This design comes from an exercise in tuning for small area, a short achievable clock period and few clock cycles per item on the open sky130 flow, not from production work. Only simulation tests tie the RTL to the original design; equivalence was not proved. Power figures rest on the tool's default switching activity, not on a simulated workload.

==> design/flow/design.v <==
`default_nettype none
package mulPkg;
	localparam int groupCount = 18 / 3;
	typedef struct packed {
		logic signed [18-1:0] multiplicand;
		logic signed [18-1:0] multiplier;
	} operandPairT;
	typedef logic signed [2*18-1:0] productT;
	typedef struct packed {
		logic [groupCount-1:0][18+2:0] rowSum;
	} groupSumsT;
	typedef struct packed {
		logic [2*18-1:0] sumRow;
		logic [2*18-1:0] carryRow;
	} carrySaveT;
	localparam int groupSumsWidth = groupCount * (18 + 3);
	localparam int carrySaveWidth = 4 * 18;
	localparam int productWidth = 2 * 18;
endpackage
`default_nettype wire
`default_nettype none
module pipeReg #(
	parameter int payloadWidth = 2 * 18
) (
	input logic clk,
	input logic reset,
	input logic inValid,
	output logic inReady,
	input logic [payloadWidth-1:0] inData,
	output logic outValid,
	input logic outReady,
	output logic [payloadWidth-1:0] outData
);
	logic loadEn;
	assign inReady = !outValid || outReady;
	assign loadEn = inValid && inReady;
	always_ff @(posedge clk) begin
		if (reset) begin
			outValid <= 1'b0;
		end else if (inReady) begin
			outValid <= inValid;
		end
	end
	always_ff @(posedge clk) begin
		if (loadEn) begin
			outData <= inData;
		end
	end
endmodule
`default_nettype wire
`default_nettype none
module ppCompress (
	input mulPkg::operandPairT operands,
	output mulPkg::groupSumsT groupSums
);
	localparam int width = 18;
	logic [width-1:0] ppRows [width];
	always_comb begin
		for (int r = 0; r < width; r++) begin
			ppRows[r][width-2:0] = {(width-1){operands.multiplicand[r]}}
				& operands.multiplier[width-2:0];
			ppRows[r][width-1] = ~(operands.multiplicand[r] & operands.multiplier[width-1]);
		end
		ppRows[width-1][width-1] = operands.multiplicand[width-1] & operands.multiplier[width-1];
		ppRows[width-1][width-2:0] = ~ppRows[width-1][width-2:0];
	end
	for (genvar g = 0; g < mulPkg::groupCount; g++) begin : rowGroup
		localparam int base = 3 * g;
		localparam logic leadOne = (g == 0);
		logic [width-1:0] a;
		logic [width-1:0] b;
		logic [width-1:0] c;
		logic [width+1:0] partSum;
		logic [width-1:0] partCarry;
		assign a = {leadOne, ppRows[base][width-1:1]};
		assign b = ppRows[base+1];
		assign c = {ppRows[base+2][width-2:0], 1'b0};
		assign partSum[0] = ppRows[base][0];
		assign partSum[width:1] = a ^ b ^ c;
		assign partSum[width+1] = ppRows[base+2][width-1];
		assign partCarry = (a & b) | (a & c) | (b & c);
		assign groupSums.rowSum[g] = {
			{1'b0, partSum[width+1:2]} + {1'b0, partCarry},
			partSum[1:0]
		};
	end
endmodule
`default_nettype wire
`default_nettype none
module rowMerge (
	input mulPkg::groupSumsT groupSums,
	output mulPkg::carrySaveT merged
);
	localparam int prodWidth = 2 * 18;
	localparam int tripleCount = mulPkg::groupCount / 3;
	localparam logic [prodWidth-1:0] correction = {1'b1, {(prodWidth-1){1'b0}}};
	logic [prodWidth-1:0] placed [mulPkg::groupCount];
	function automatic logic [2*prodWidth-1:0] csa(
		input logic [prodWidth-1:0] a,
		input logic [prodWidth-1:0] b,
		input logic [prodWidth-1:0] c
	);
		logic [prodWidth-1:0] sumRow;
		logic [prodWidth-1:0] carryRow;
		sumRow = a ^ b ^ c;
		carryRow = ((a & b) | (a & c) | (b & c)) << 1;
		csa = {sumRow, carryRow};
	endfunction
	always_comb begin
		for (int g = 0; g < mulPkg::groupCount; g++) begin
			placed[g] = prodWidth'(groupSums.rowSum[g]) << (3 * g);
		end
	end
	logic [2*prodWidth-1:0] acc [2*tripleCount-1];
	logic [2*prodWidth-1:0] part [tripleCount];
	assign acc[0] = csa(placed[0], placed[1], placed[2]);
	for (genvar t = 1; t < tripleCount; t++) begin : tripleFold
		assign part[t] = csa(placed[3*t], placed[3*t+1], placed[3*t+2]);
		assign acc[2*t-1] = csa(acc[2*t-2][2*prodWidth-1:prodWidth], acc[2*t-2][prodWidth-1:0],
			part[t][2*prodWidth-1:prodWidth]);
		assign acc[2*t] = csa(acc[2*t-1][2*prodWidth-1:prodWidth], acc[2*t-1][prodWidth-1:0],
			part[t][prodWidth-1:0]);
	end
	assign merged.sumRow = acc[2*tripleCount-2][2*prodWidth-1:prodWidth];
	assign merged.carryRow = acc[2*tripleCount-2][prodWidth-1:0] ^ correction;
endmodule
`default_nettype wire
`default_nettype none
module mulPipeline (
	input logic clk,
	input logic reset,
	input logic inValid,
	output logic inReady,
	input mulPkg::operandPairT inOperands,
	output logic outValid,
	input logic outReady,
	output mulPkg::productT outProduct
);
	mulPkg::groupSumsT groupSumsIn;
	mulPkg::groupSumsT groupSumsReg;
	mulPkg::carrySaveT mergedIn;
	mulPkg::carrySaveT mergedReg;
	mulPkg::productT finalSum;
	logic groupValid;
	logic groupReady;
	logic mergeValid;
	logic mergeReady;
	ppCompress ppCompress_inst (
		.operands(inOperands),
		.groupSums(groupSumsIn)
	);
	pipeReg #(.payloadWidth(mulPkg::groupSumsWidth)) groupReg_inst (
		.clk(clk),
		.reset(reset),
		.inValid(inValid),
		.inReady(inReady),
		.inData(groupSumsIn),
		.outValid(groupValid),
		.outReady(groupReady),
		.outData(groupSumsReg)
	);
	rowMerge rowMerge_inst (
		.groupSums(groupSumsReg),
		.merged(mergedIn)
	);
	pipeReg #(.payloadWidth(mulPkg::carrySaveWidth)) mergeReg_inst (
		.clk(clk),
		.reset(reset),
		.inValid(groupValid),
		.inReady(groupReady),
		.inData(mergedIn),
		.outValid(mergeValid),
		.outReady(mergeReady),
		.outData(mergedReg)
	);
	assign finalSum = mergedReg.sumRow + mergedReg.carryRow;
	pipeReg #(.payloadWidth(mulPkg::productWidth)) productReg_inst (
		.clk(clk),
		.reset(reset),
		.inValid(mergeValid),
		.inReady(mergeReady),
		.inData(finalSum),
		.outValid(outValid),
		.outReady(outReady),
		.outData(outProduct)
	);
endmodule
`default_nettype wire
`default_nettype none
module resultFifo #(
	parameter int payloadWidth = 2 * 18
) (
	input logic clk,
	input logic reset,
	input logic inValid,
	output logic inReady,
	input logic [payloadWidth-1:0] inData,
	output logic outValid,
	input logic outReady,
	output logic [payloadWidth-1:0] outData
);
	localparam int depth = 4;
	localparam int ptrWidth = (depth > 1) ? $clog2(depth) : 1;
	localparam int countWidth = $clog2(depth + 1);
	logic [payloadWidth-1:0] mem [depth];
	logic [ptrWidth-1:0] wrPtr;
	logic [ptrWidth-1:0] rdPtr;
	logic [ptrWidth-1:0] loadAddr;
	logic [countWidth-1:0] count;
	logic push;
	logic pop;
	logic loadOut;
	function automatic logic [ptrWidth-1:0] nextPtr(input logic [ptrWidth-1:0] ptr);
		nextPtr = (ptr == ptrWidth'(depth - 1)) ? '0 : ptr + 1'b1;
	endfunction
	assign pop = outValid && outReady;
	assign inReady = (count != countWidth'(depth)) || pop;
	assign push = inValid && inReady;
	assign loadAddr = pop ? nextPtr(rdPtr) : rdPtr;
	assign loadOut = pop ? (count > countWidth'(1)) : (!outValid && count != '0);
	always_ff @(posedge clk) begin
		if (push) begin
			mem[wrPtr] <= inData;
		end
		if (loadOut) begin
			outData <= mem[loadAddr];
		end
	end
	always_ff @(posedge clk) begin
		if (reset) begin
			wrPtr <= '0;
			rdPtr <= '0;
			count <= '0;
			outValid <= 1'b0;
		end else begin
			if (push) begin
				wrPtr <= nextPtr(wrPtr);
			end
			if (pop) begin
				rdPtr <= nextPtr(rdPtr);
			end
			case ({push, pop})
				2'b10: count <= count + 1'b1;
				2'b01: count <= count - 1'b1;
				default: count <= count;
			endcase
			if (!outValid || pop) begin
				outValid <= loadOut;
			end
		end
	end
endmodule
`default_nettype wire
`default_nettype none
module multiplierTop (
	input logic clk,
	input logic reset,
	input logic inValid,
	output logic inReady,
	input logic [35:0] inOperands,
	output logic outValid,
	input logic outReady,
	output logic [35:0] outProduct
);
	mulPkg::productT pipeProduct;
	logic pipeValid;
	logic pipeReady;
	mulPipeline mulPipeline_inst (
		.clk(clk),
		.reset(reset),
		.inValid(inValid),
		.inReady(inReady),
		.inOperands(inOperands),
		.outValid(pipeValid),
		.outReady(pipeReady),
		.outProduct(pipeProduct)
	);
	resultFifo #(.payloadWidth(mulPkg::productWidth)) resultFifo_inst (
		.clk(clk),
		.reset(reset),
		.inValid(pipeValid),
		.inReady(pipeReady),
		.inData(pipeProduct),
		.outValid(outValid),
		.outReady(outReady),
		.outData(outProduct)
	);
endmodule
`default_nettype wire
==> design/flow/run.sh <==
#!/bin/bash
# synth_recipe.tcl (not shown) runs the flow's synth.tcl, then flattens the netlist and writes it again
# the make line also repeats each setting of config.mk as NAME=value (left out here)
make -C /OpenROAD-flow-scripts/flow DESIGN_CONFIG=/design/flow/config.mk WORK_HOME=/design/flow/orfs CLKGATE_MAP_FILE= SYNTH_SCRIPT=/design/flow/synth_recipe.tcl finish
==> design/flow/config.mk <==
export PLATFORM = sky130hd
export DESIGN_NAME = multiplierTop
export DESIGN_NICKNAME = multiplierTop
export VERILOG_FILES = /design/flow/design.v
export SDC_FILE = /design/flow/constraint.sdc
export NUM_CORES = 4
export LEC_CHECK = 0
export CAP_MARGIN = 20
export CORE_MARGIN = 2
export CORE_UTILIZATION = 40
export SLEW_MARGIN = 20
==> design/flow/constraint.sdc <==
create_clock -name core_clock -period 5.0 [get_ports {clk}]
set_input_delay 1.0000 -clock core_clock [delete_from_list [all_inputs] [get_ports {clk}]]
set_output_delay 1.0000 -clock core_clock [all_outputs]
set_load 0.01 [all_outputs]
==> flow_summary_export.csv <==
group,metric,value,unit
status,status,"finished clean",
drt,drt_iter0_markers,850,
drt,routed_wl,58.1,mm
place,pre_cts_slack,0.0822,ns
timing,max_slew_margin,35.8,%
critical_path,path_max_fanout,9,
synthesis,synth_compound_area_share,10.6,%
place,gp_congestion,0.901,
clocking,hold_buffers,0,
grt,grt_max_degree,88,
final_layout,final_cell_mix,"407 x edfxtp_1, 322 x and2_1, 192 x ha_1, 174 x nand2_1, 164 x fa_1",
die,start_util,40.2,%
die,dieArea,68000,µm²
final_layout,fin_nets,2696,
power_and_ir_drop,p_per_area,440,nW/µm²
clocking,clkLatencyLatePin,0.57,ns
grt,grt_pass1_wl,91.7,mm
synthesis,syn_area,26400,µm²
die,die_w,261,µm
timing,rsz0062_at_grt,"false",
grt,grt-ovfl-total,0,
timing,setup_ws,0.639,ns
critical_path,cp_num_buf_inv,3,
drt,first_pass_iters,5,
synthesis,synthesis.nets,2590,
critical_path,ff2ff_path_depth,10,
clocking,cts.clk_slew.worst_paths,0.06,ns
power_and_ir_drop,p_leak,11.7,nW
clocking,htree_levels,2,
clocking,cts_setup_buffers,0,
power_and_ir_drop,vdd_ir_drop_max,0.000225,V
synthesis,ys_seq_area_share,47.2,%
die,num_io_pins,78,
synthesis,yosys.cell_types.count,78,
die,core-area,65500,µm²
grt,antenna_found_initial,2,
critical_path,endpoint_kind,"register",
clocking,cts_root_buf,"clkbuf_16",
clocking,cts_tree,"done",
final_layout,fillers,5843,
critical_path,cp-start-kind,"primary input",
clocking,cts_num_sinks,418,
critical_path,required,5.32,ns
critical_path,crit_family,"adder cells",
critical_path,slowest_delay,0.71,ns
clocking,clock_path_buffers,3,
place,portBuffers,77,
final_layout,final_util,45.7,%
critical_path,crit_slowest_cell,"clkdlybuf4s50_1",
synthesis,synthAdderAreaFrac,21.6,%
critical_path,rrSetupSlack,2.14,ns
synthesis,synth_top_family_by_area,"adder cells",
synthesis,syn_avg_cell_area,12.0,µm²
drt,via_count,16600,
die,fp.dieH,261,µm
critical_path,crit_path_end,"mulPipeline_inst.groupReg_inst.outData[37]$_DFFE_PP_",
final_layout,multi_input_area,13300,µm²
critical_path,crit_path_cell_trace,"clkdlybuf4s50_1 > buf_4 > and2_1 > fa_1 > ha_1 > inv_1 > fa_1 > nor2b_1 > o31a_1 > o2111ai_1 > nand2b_1 > a211oi_2 > xnor2_1",
min_path,hold_path.class,"reg -> reg",
timing,setup_violations,0,
critical_path,crit_top_cell,"fa_1",
critical_path,critPathLaunch,"inOperands[1]",
timing,finalHoldViolCount,0,
drt,viasPerCell,5.20,
critical_path,cp.arrival,4.68,ns
synthesis,synthXorXnorAreaFrac,3.69,%
run,drv_cap,0,
timing,period_share,87.2,%
timing,report.final.slew_viol_count,0,
timing,timing.setup.tns,0,ns
drt,ant_nets,0,
clocking,post_cts_resize_count,0,
synthesis,synthMuxAreaShare,0.157,%
place,place_hpwl,43.7,mm
drt,drt-wirelength-per-cell,18.2,µm
final_layout,regArea,12400,µm²
critical_path,critical_path_class,"in -> reg",
synthesis,synth_edf_count,407,
timing,post-route-min-period,4.36,ns
timing,tightest_slew,0.961,ns
timing,finClkSkew,0.0204,ns
clocking,cts_buffers,46,
final_layout,mostFrequentLayoutCell,"edfxtp_1",
critical_path,path_depth,13,
synthesis,yosysWarnings,10,
timing,fmax,0.229,GHz
drt,drc_errors,0,
final_layout,antenna_cells,0,
final_layout,drive_gt1_share,7.36,%
synthesis,yosys.area_share.simple,14.1,%
synthesis,async_flop_share,0,%
grt,grt_pass1_vias,16700,
die,row_count,94,
synthesis,synth_top_flop_cell,"edfxtp_1",
synthesis,ys_ff_latch,418,
final_layout,area_delta_synth_final,13.5,%
critical_path,r2r_start,"mulPipeline_inst.mergeReg_inst.outData[6]$_DFFE_PP_",
grt,grt_usage,17.3,%
critical_path,reg2reg_to,"mulPipeline_inst.productReg_inst.outData[32]$_DFFE_PP_",
synthesis,syn_inst,2194,
Yosys cell counts (4+ instances only):
cell | number | area, µm²
xnor2_1 | 73 | 639
nand2b_1 | 12 | 75.1
o211ai_1 | 5 | 37.5
o21ai_1 | 5 | 25.0
clkbuf_1 | 65 | 244
inv_1 | 116 | 435
o21a_1 | 28 | 210
or3_1 | 5 | 31.3
o31ai_1 | 9 | 67.6
or2_2 | 4 | 25.0
o21bai_1 | 9 | 67.6
dfxtp_1 | 11 | 220
a21boi_0 | 5 | 37.5
and2_1 | 322 | 2010
a211oi_1 | 49 | 368
a21oi_1 | 104 | 521
ha_1 | 192 | 2400
a21o_1 | 39 | 293
fa_1 | 164 | 3280
nor3_1 | 23 | 115
nor2_1 | 86 | 323
a31o_2 | 5 | 43.8
nand3_1 | 18 | 90.1
nand4_1 | 7 | 43.8
xor2_1 | 38 | 333
o21ai_0 | 61 | 305
o31a_1 | 5 | 43.8
edfxtp_1 | 407 | 12200
o31ai_2 | 4 | 50.1
nand2_1 | 174 | 653
and3_1 | 14 | 87.6
nor4_1 | 4 | 25.0
nor2b_1 | 18 | 113
a31oi_1 | 43 | 269
layout make-up:
type	instances	area share, %
repair buffers	131	4.01
inverters	116	1.45
clock buffers	49	3.95
well taps	864	3.61
flip-flops and latches	418	41.6
multi-input cells	1587	44.3
clock inverters	36	1.05
sequential cells by signal, indices dropped and copies added (netlist names), 2 cells and up:
signal,count
resultFifo_inst.mem,144
mulPipeline_inst.groupReg_inst.outData,126
mulPipeline_inst.mergeReg_inst.outData,65
mulPipeline_inst.productReg_inst.outData,36
resultFifo_inst.outData,36
resultFifo_inst.count,3
resultFifo_inst.rdPtr,2
resultFifo_inst.wrPtr,2
how the worst min path moves through the flow:
stage	from	end	slack (ns)	cells past startpoint
4_1_cts	mulPipeline_inst.mergeReg_inst.outData[36]$_DFFE_PP_	mulPipeline_inst.productReg_inst.outData[0]$_DFFE_PP_	0.43	0
2_1_floorplan	mulPipeline_inst.groupReg_inst.outData[0]$_DFFE_PP_	mulPipeline_inst.mergeReg_inst.outData[36]$_DFFE_PP_	0.40	0
3_5_place_dp	mulPipeline_inst.mergeReg_inst.outData[36]$_DFFE_PP_	mulPipeline_inst.productReg_inst.outData[0]$_DFFE_PP_	0.41	0
3_3_place_gp	mulPipeline_inst.mergeReg_inst.outData[36]$_DFFE_PP_	mulPipeline_inst.productReg_inst.outData[0]$_DFFE_PP_	0.40	0
6_report	mulPipeline_inst.mergeReg_inst.outData[36]$_DFFE_PP_	mulPipeline_inst.productReg_inst.outData[0]$_DFFE_PP_	0.42	0
5_1_grt	mulPipeline_inst.mergeReg_inst.outData[36]$_DFFE_PP_	mulPipeline_inst.productReg_inst.outData[0]$_DFFE_PP_	0.43	0
through the flow:
| step | std cells | total power, mW | area, µm² | hold WS (ns) |
|---|---|---|---|---|
| floorplan | 2194 | 8.34 | 26400 | 0.400 |
| global placement | 3116 | 9.78 | 28400 | 0.403 |
| detailed placement | 3116 | 9.94 | 28400 | 0.411 |
| CTS | 3201 | 13.3 | 29900 | 0.429 |
| global route | 3201 | 14.1 | 29900 | 0.430 |
| finish | 3201 | 13.2 | 29900 | 0.421 |
layer usage:
layer,routed length [µm],part of all wire [%],up-vias,global-route usage [%]
met4,1060,1.8,2,3.84
met2,27300,47,313,28.7
met1,27600,48,8234,24.1
li1,-,-,8003,-
met5,13,0.022,-,0
met3,2140,3.7,82,2.30
report_power, final:
group	total (mW)	switching (mW)	internal, mW
combinational	4.69	2.69	2.00
clock	3.33	1.40	1.93
sequential	5.16	0.280	4.88
total	13.2	4.36	8.82
cell families after synthesis:
logic type,after synthesis
mux,4
flops,418
compound gates,418
buf+inv,189
fa+ha+maj,356
simple gates,698
xor+xnor,111
Testbench counts, summed over its fixed seeds: cycles 32,040, items 32,000.

==> static timing again, ports no longer ideal <==
No port has a modelled driver above. Below, the same layout with a new extraction and two added sets of constraints. Step 1, drivers: a clkbuf_16 drives clk and a buf_2 each remaining input, both assumed. Step 2 adds t to the input delays and takes it off the output delays; t is the mean of the earliest and latest rising clock arrival at the registers after step 1. Input paths then give back, and output paths get back, about the clock's delay inside the block. Three values: ideal, step 1, step 2; two values: the first two.
t, ns: 0.617
setup slack, ns: 0.639 / 0.668 / 0.051
hold slack, ns: 0.421 / 0.421 / 0.421
cell pins on the clock port's net: 1
After both steps setup and hold are still met in this run. For this run, drivers alone change the setup slack by +0.029 ns; drivers and shift together by -0.588 ns.
